This is an optimization exercise on Yosys and OpenROAD, whose aim is small area and a short achievable clock period, not a production implementation.
The RTL was checked by simulation tests, not by an equivalence proof against the original design.
Power figures rest on the tool's default switching activity, not on a simulated workload.

==> v32: inputs <==
==> flow/design.v <==
module mesh_router_node (
    input  logic         clk,
    input  logic         rst,
    input  logic [159:0] data_in_bus,
    input  logic [4:0]   valid_in_bus,
    output logic [4:0]   ready_in_bus,
    output logic [159:0] data_out_bus,
    output logic [4:0]   valid_out_bus,
    input  logic [4:0]   ready_out_bus,
    output logic [7:0]   drop_count
);
    mesh_xy_router #(
        .ROWS(4), .COLS(4), .X(1), .Y(1),
        .DATA_WIDTH(32), .TYPE_WIDTH(2), .FIFO_DEPTH(16), .DEST_WIDTH(5)
    ) u_router (
        .clk(clk), .rst(rst),
        .data_in_bus(data_in_bus), .valid_in_bus(valid_in_bus), .ready_in_bus(ready_in_bus),
        .data_out_bus(data_out_bus), .valid_out_bus(valid_out_bus), .ready_out_bus(ready_out_bus),
        .drop_count(drop_count)
    );
endmodule

module mesh_xy_router #(
    parameter int ROWS       = 2,
    parameter int COLS       = 2,
    parameter int X          = 0,
    parameter int Y          = 0,
    parameter int DATA_WIDTH = 32,
    parameter int TYPE_WIDTH = 2,
    parameter int FIFO_DEPTH = 16,
    parameter int DEST_WIDTH = (ROWS * COLS > 1) ? $clog2(ROWS * COLS) : 1
) (
    input  logic                    clk,
    input  logic                    rst,
    input  logic [5*DATA_WIDTH-1:0] data_in_bus,
    input  logic [4:0]              valid_in_bus,
    output logic [4:0]              ready_in_bus,
    output logic [5*DATA_WIDTH-1:0] data_out_bus,
    output logic [4:0]              valid_out_bus,
    input  logic [4:0]              ready_out_bus,
    output logic [7:0]              drop_count
);
    localparam int NP    = 5;
    localparam int DW    = DATA_WIDTH;
    localparam int RD    = FIFO_DEPTH - 1;            
    localparam int AW    = (RD > 1) ? $clog2(RD) : 1;
    localparam int NODES = ROWS * COLS;
    localparam logic [TYPE_WIDTH-1:0] T_SINGLE = TYPE_WIDTH'(0);
    localparam logic [TYPE_WIDTH-1:0] T_HEAD   = TYPE_WIDTH'(1);
    localparam logic [TYPE_WIDTH-1:0] T_TAIL   = TYPE_WIDTH'(3);
    localparam int FD = NP + 4;
    function automatic logic [FD-1:0] decode(input logic [DW-1:0] f);
        logic [TYPE_WIDTH-1:0] t;
        int dest, dx, dy;
        logic ok, hd;
        logic [2:0] r;
        t    = f[DW-1 -: TYPE_WIDTH];
        dest = int'(f[DEST_WIDTH-1:0]);
        dx   = dest % COLS;
        dy   = dest / COLS;
        ok   = (dest < NODES);
        hd   = (t == T_SINGLE) || (t == T_HEAD);
        if (dx > X)      r = 3'd1;
        else if (dx < X) r = 3'd2;
        else if (dy > Y) r = 3'd3;
        else if (dy < Y) r = 3'd4;
        else             r = 3'd0;
        for (int o = 0; o < NP; o++) decode[o] = hd && ok && (r == 3'(o));
        decode[NP]     = hd && !ok;
        decode[NP + 1] = hd;
        decode[NP + 2] = (t == T_HEAD);
        decode[NP + 3] = (t == T_TAIL);
    endfunction
    function automatic logic [AW-1:0] inc(input logic [AW-1:0] p);
        inc = (p == AW'(RD - 1)) ? '0 : p + 1'b1;
    endfunction
    logic [DW-1:0] mem [NP][RD];
    logic [AW-1:0] wp  [NP];
    logic [AW-1:0] rp  [NP];
    logic [RD-1:0] rsel [NP];       
    logic [NP-1:0] ram_ne;          
    logic [NP-1:0] fv;              
    logic [NP-1:0] full;            
    logic [DW-1:0] fr  [NP];        
    logic [FD-1:0] fd  [NP];        
    logic [NP-1:0] dropping;        
    logic [NP-1:0] owned;           
    logic [NP-1:0] req [NP];        
    logic [NP-1:0] own [NP];        
    logic [NP-1:0] rr  [NP];        
    logic [NP-1:0] arb_en;          
    logic [NP-1:0] out_valid;
    logic [DW-1:0] out_data [NP];
    logic [DW-1:0] din     [NP];
    logic [DW-1:0] ram_out [NP];
    logic [DW-1:0] nfl     [NP];    
    logic [FD-1:0] nfd     [NP];
    logic [AW-1:0] rp_inc  [NP], wp_inc [NP];
    logic [NP-1:0] wr_en, wr_ram, use_ram, ram_one, ram_last;
    logic [NP-1:0] is_head, is_hd, is_tail, bad, discard, drop_head;
    always_comb begin
        for (int i = 0; i < NP; i++) begin
            din[i]          = data_in_bus[i*DW +: DW];
            ready_in_bus[i] = !rst && !full[i];
            wr_en[i]        = valid_in_bus[i] && ready_in_bus[i];
            wr_ram[i]       = wr_en[i] && fv[i];
            rp_inc[i]       = inc(rp[i]);
            wp_inc[i]       = inc(wp[i]);
            ram_one[i]      = (wp[i] == rp_inc[i]);
            ram_last[i]     = (wp_inc[i] == rp[i]);
            use_ram[i]      = fv[i] && ram_ne[i];
            ram_out[i]      = '0;
            for (int k = 0; k < RD; k++)
                if (rsel[i][k]) ram_out[i] = ram_out[i] | mem[i][k];
            nfl[i]          = use_ram[i] ? ram_out[i] : din[i];
            nfd[i]          = use_ram[i] ? decode(ram_out[i]) : decode(din[i]);
            fd[i]           = decode(fr[i]);
            bad[i]          = fd[i][NP];
            is_head[i]      = fd[i][NP + 1];
            is_hd[i]        = fd[i][NP + 2];
            is_tail[i]      = fd[i][NP + 3];
            discard[i]      = fv[i] && !owned[i] && (dropping[i] || !is_head[i] || bad[i]);
            drop_head[i]    = fv[i] && !owned[i] && !dropping[i] && bad[i];
        end
    end
    always_ff @(posedge clk) begin
        for (int i = 0; i < NP; i++) begin
            for (int k = 0; k < RD; k++) begin
                if (valid_in_bus[i] && !full[i] && fv[i] && (wp[i] == AW'(k)))
                    mem[i][k] <= din[i];
            end
        end
    end
    logic [NP-1:0] pick [NP];
    logic [NP-1:0] gsel [NP];       
    logic [NP-1:0] locked, can_accept, gany, lock_tail, pick_hd;
    logic [NP-1:0] out_pop, pop;
    logic [DW-1:0] odata_nxt [NP];
    always_comb begin
        out_pop = '0;
        for (int o = 0; o < NP; o++) begin
            for (int i = 0; i < NP; i++) begin
                logic any;
                any = 1'b0;
                for (int s = 0; s < NP; s++) begin
                    logic clear;
                    clear = 1'b1;
                    for (int d = 0; d < ((i - s + NP) % NP); d++)
                        clear = clear && !req[o][(s + d) % NP];
                    any = any || (rr[o][s] && clear);
                end
                pick[o][i] = req[o][i] && any;
            end
            locked[o]     = |own[o];
            gsel[o]       = (own[o] & fv) | pick[o];
            can_accept[o] = !out_valid[o] || ready_out_bus[o];
            gany[o]       = can_accept[o] && (|gsel[o]);
            lock_tail[o]  = |(own[o] & is_tail);
            pick_hd[o]    = |(pick[o] & is_hd);
            out_pop       = out_pop | (can_accept[o] ? gsel[o] : '0);
            odata_nxt[o]  = '0;
            for (int i = 0; i < NP; i++)
                if (gsel[o][i]) odata_nxt[o] = odata_nxt[o] | fr[i];
        end
        pop = out_pop | discard;
    end
    logic [NP-1:0] req_nxt [NP];    
    logic [NP-1:0] arb_en_nxt;
    always_comb begin
        for (int i = 0; i < NP; i++) begin
            logic [NP-1:0] rq_keep, rq_disc, rq_gnt;
            logic el_keep, el_disc, el_gnt;
            el_keep = (fv[i] || wr_en[i]) && !owned[i] && !dropping[i];
            rq_keep = (fv[i] ? fd[i][NP-1:0] : nfd[i][NP-1:0]) & {NP{el_keep}};
            el_disc = (ram_ne[i] || wr_en[i]) &&
                      !((drop_head[i] && is_hd[i]) || (dropping[i] && !is_tail[i]));
            rq_disc = nfd[i][NP-1:0] & {NP{el_disc}};
            el_gnt  = (ram_ne[i] || wr_en[i]) && (owned[i] ? is_tail[i] : !is_hd[i]);
            rq_gnt  = nfd[i][NP-1:0] & {NP{el_gnt}};
            req_nxt[i] = out_pop[i] ? rq_gnt : (discard[i] ? rq_disc : rq_keep);
        end
        for (int o = 0; o < NP; o++)
            arb_en_nxt[o] = !locked[o] && !(gany[o] && pick_hd[o]);
    end
    logic [2:0] drops_now;
    logic [3:0] dc_lo;
    logic [4:0] dc_hi_inc;
    logic [7:0] dc_nxt;
    always_comb begin
        logic [2:0] a, b, c;
        logic [4:0] h;
        drops_now = '0;
        case (drop_head)
            5'd0: drops_now = 3'd0;
            5'd1: drops_now = 3'd1;
            5'd2: drops_now = 3'd1;
            5'd3: drops_now = 3'd2;
            5'd4: drops_now = 3'd1;
            5'd5: drops_now = 3'd2;
            5'd6: drops_now = 3'd2;
            5'd7: drops_now = 3'd3;
            5'd8: drops_now = 3'd1;
            5'd9: drops_now = 3'd2;
            5'd10: drops_now = 3'd2;
            5'd11: drops_now = 3'd3;
            5'd12: drops_now = 3'd2;
            5'd13: drops_now = 3'd3;
            5'd14: drops_now = 3'd3;
            5'd15: drops_now = 3'd4;
            5'd16: drops_now = 3'd1;
            5'd17: drops_now = 3'd2;
            5'd18: drops_now = 3'd2;
            5'd19: drops_now = 3'd3;
            5'd20: drops_now = 3'd2;
            5'd21: drops_now = 3'd3;
            5'd22: drops_now = 3'd3;
            5'd23: drops_now = 3'd4;
            5'd24: drops_now = 3'd2;
            5'd25: drops_now = 3'd3;
            5'd26: drops_now = 3'd3;
            5'd27: drops_now = 3'd4;
            5'd28: drops_now = 3'd3;
            5'd29: drops_now = 3'd4;
            5'd30: drops_now = 3'd4;
            5'd31: drops_now = 3'd5;
            default: drops_now = '0;
        endcase
        a = drop_count[2:0];
        b = drops_now;
        c[0] = 1'b0;
        c[1] = a[0] & b[0];
        c[2] = (a[1] & b[1]) | ((a[1] ^ b[1]) & c[1]);
        dc_lo[2:0] = a ^ b ^ c;
        dc_lo[3]   = (a[2] & b[2]) | ((a[2] ^ b[2]) & c[2]);
        h = drop_count[7:3];
        dc_hi_inc[0] = !h[0];
        dc_hi_inc[1] = h[1] ^ h[0];
        dc_hi_inc[2] = h[2] ^ (&h[1:0]);
        dc_hi_inc[3] = h[3] ^ (&h[2:0]);
        dc_hi_inc[4] = h[4] ^ (&h[3:0]);
        if (!dc_lo[3])                  dc_nxt = {drop_count[7:3], dc_lo[2:0]};
        else if (&drop_count[7:3])      dc_nxt = 8'hFF;
        else                            dc_nxt = {dc_hi_inc, dc_lo[2:0]};
    end
    always_ff @(posedge clk) begin
        for (int o = 0; o < NP; o++)
            if (can_accept[o]) out_data[o] <= odata_nxt[o];
        for (int i = 0; i < NP; i++) begin
            if (!fv[i] || pop[i]) begin
                fr[i] <= nfl[i];
            end
        end
    end
    always_ff @(posedge clk) begin
        if (rst) begin
            for (int i = 0; i < NP; i++) begin
                wp[i]  <= '0;
                rp[i]  <= '0;
                rsel[i] <= RD'(1);
                own[i] <= '0;
                rr[i]  <= NP'(1);
                req[i] <= '0;
            end
            fv         <= '0;
            ram_ne     <= '0;
            full       <= '0;
            owned      <= '0;
            dropping   <= '0;
            arb_en     <= '1;
            out_valid  <= '0;
            drop_count <= '0;
        end else begin
            for (int i = 0; i < NP; i++) begin
                if (wr_ram[i]) wp[i] <= wp_inc[i];
                if (pop[i] && (ram_ne[i] || wr_en[i])) begin
                    rp[i]   <= rp_inc[i];
                    rsel[i] <= {rsel[i][RD-2:0], rsel[i][RD-1]};
                end
                ram_ne[i] <= pop[i] ? (ram_ne[i] && (wr_en[i] || !ram_one[i]))
                                    : (ram_ne[i] || wr_ram[i]);
                fv[i]     <= fv[i] ? (!pop[i] || ram_ne[i] || wr_en[i]) : wr_en[i];
                full[i]   <= !pop[i] && (full[i] || (wr_ram[i] && ram_last[i]));
                if (out_pop[i])
                    owned[i] <= owned[i] ? !is_tail[i] : is_hd[i];
                if (drop_head[i] && is_hd[i])
                    dropping[i] <= 1'b1;
                else if (dropping[i] && discard[i] && is_tail[i])
                    dropping[i] <= 1'b0;
            end
            for (int o = 0; o < NP; o++) begin
                for (int i = 0; i < NP; i++)
                    req[o][i] <= req_nxt[i][o] && arb_en_nxt[o];
                arb_en[o]    <= arb_en_nxt[o];
                out_valid[o] <= gany[o] || (out_valid[o] && !ready_out_bus[o]);
                if (gany[o]) begin
                    if (locked[o]) begin
                        if (lock_tail[o]) own[o] <= '0;
                    end else begin
                        rr[o] <= {pick[o][NP-2:0], pick[o][NP-1]};
                        if (pick_hd[o]) own[o] <= pick[o];
                    end
                end
            end
            drop_count <= dc_nxt;
        end
    end
    always_comb begin
        for (int o = 0; o < NP; o++)
            data_out_bus[o*DW +: DW] = out_data[o];
    end
    assign valid_out_bus = out_valid;
endmodule
==> flow/flow/run.sh <==
#!/bin/bash
# Own layout flow: the standard ORFS flow (standard.sh: unchanged synthesis,
# floorplan, power grid, placement, CTS and routing) with two changes to how
# the ports are laid out:
#  - the buffers ORFS puts on every input and output port are
#    sky130_fd_sc_hd__buf_2 cells instead of the delay-type buffer
#    buffer_ports picks by default (repair may still resize them);
#  - io.tcl groups the rst pin with the ready_in_bus pins, whose only
#    combinational path runs from rst.
# ORFS's full output goes to standard_flow.log in this folder.
set -euo pipefail
cd "$(dirname "$0")/.."
export BUFFER_PORTS_ARGS="-buffer_cell sky130_fd_sc_hd__buf_2"
export PRE_IO_PLACEMENT_TCL="$PWD/flow/io.tcl"
bash standard.sh finish > standard_flow.log 2>&1
test -s out/final.def
==> flow/flow/io.tcl <==
# keep the reset input next to the ready outputs it gates
set_io_pin_constraint -group -order -pin_names {ready_in_bus[0] ready_in_bus[1] ready_in_bus[2] rst ready_in_bus[3] ready_in_bus[4]}
==> flow/standard.sh <==
#!/bin/bash
# synth_recipe.tcl (not shown) runs the flow's synth.tcl, then flattens the netlist and writes it again
# the make line also repeats each setting of config.mk as NAME=value (left out here)
make -C /OpenROAD-flow-scripts/flow DESIGN_CONFIG=/design/flow/config.mk WORK_HOME=/design/flow/orfs CLKGATE_MAP_FILE= SYNTH_SCRIPT=/design/flow/synth_recipe.tcl "${@:-finish}"
==> flow/config.mk <==
export PLATFORM = sky130hd
export DESIGN_NAME = mesh_router_node
export DESIGN_NICKNAME = mesh_router_node
export VERILOG_FILES = /design/flow/design.v
export SDC_FILE = /design/flow/constraint.sdc
export NUM_CORES = 4
export LEC_CHECK = 0
export CAP_MARGIN = 20
export CORE_MARGIN = 2
export CORE_UTILIZATION = 70
export CTS_CLUSTER_DIAMETER = 100
export CTS_CLUSTER_SIZE = 24
export SETUP_SLACK_MARGIN = 3.9
export SLEW_MARGIN = 20
==> flow/constraint.sdc <==
create_clock -name core_clock -period 7.0 [get_ports {clk}]
set_input_delay 1.4000 -clock core_clock [delete_from_list [all_inputs] [get_ports {clk}]]
set_output_delay 1.4000 -clock core_clock [all_outputs]
set_load 0.01 [all_outputs]
==> v30: changes against v32 <==
==> flow/run.sh (new file) <==
#!/bin/bash
# synth_recipe.tcl (not shown) runs the flow's synth.tcl, then flattens the netlist and writes it again
# the make line also repeats each setting of config.mk as NAME=value (left out here)
make -C /OpenROAD-flow-scripts/flow DESIGN_CONFIG=/design/flow/config.mk WORK_HOME=/design/flow/orfs CLKGATE_MAP_FILE= SYNTH_SCRIPT=/design/flow/synth_recipe.tcl finish
--- a/flow/config.mk
+++ b/flow/config.mk
@@ -6,9 +6,9 @@
 export NUM_CORES = 4
 export LEC_CHECK = 0
 export CAP_MARGIN = 20
-export CORE_MARGIN = 2
-export CORE_UTILIZATION = 70
+export CORE_AREA = 2 2 433.715 433.715
 export CTS_CLUSTER_DIAMETER = 100
 export CTS_CLUSTER_SIZE = 24
+export DIE_AREA = 0 0 435.715 435.715
 export SETUP_SLACK_MARGIN = 3.9
 export SLEW_MARGIN = 20
removed: flow/flow/run.sh
removed: flow/flow/io.tcl
removed: flow/standard.sh
==> comparison table <==
	v32	v30
Clock Network Area Fraction	3.177%	3.186%
Share of post-route cells with drive strength above 1	14.37%	10.68%
Status	finished clean	finished clean
Largest fanout on the critical path	17	4
Area of the placeable core	160800 sq um	185200 sq um
Vias in the first global route	69199	68362
Initial Util	70.54%	61.22%
Count of plain and timing-repair buffers in the layout	633	643
Final total power	31.12 mW	31.35 mW
Row cnt	147	158
Capture point of the critical path	u_router.out_data[4][2]	ready_in_bus[4]
Max Freq	314.9 MHz	299.4 MHz
Crit-path max cell delay	0.61 ns	0.22 ns
Peak supply drop	0.2971 mV	0.3016 mV
Number of diodes	28	16
Number of clock buffers in the layout	204	188

## afterwards: timing with drivers on the ports
The results above use ideal ports. As a check the final layouts listed here were re-extracted and re-timed, cells and wires unchanged. Step 1: set_driving_cell puts a clkbuf_16 on clk and a buf_2 on each other input, an assumption about the parent block. Step 2 also shifts input and output timing later by t, the mid clock arrival at the registers, as if the neighbouring blocks saw the same clock. Slacks: ideal / step 1 / step 2; pairs: ideal / step 1.
run	shift t [ns]	setup WS [ns]	worst setup path at the end	slew at the worst register clock pin (ns)	worst data-port slew with drivers (ns)
v32	0.893	3.825 / 3.728 / 2.956	input to register	0.11 / 0.11	0.19
v30	0.935	3.661 / 3.409 / 2.858	input to register	0.11 / 0.11	0.28
After both steps setup and hold are still met in every run listed. For v32, which loses most, drivers alone change the setup slack by -0.097 ns; drivers and shift together by -0.869 ns.
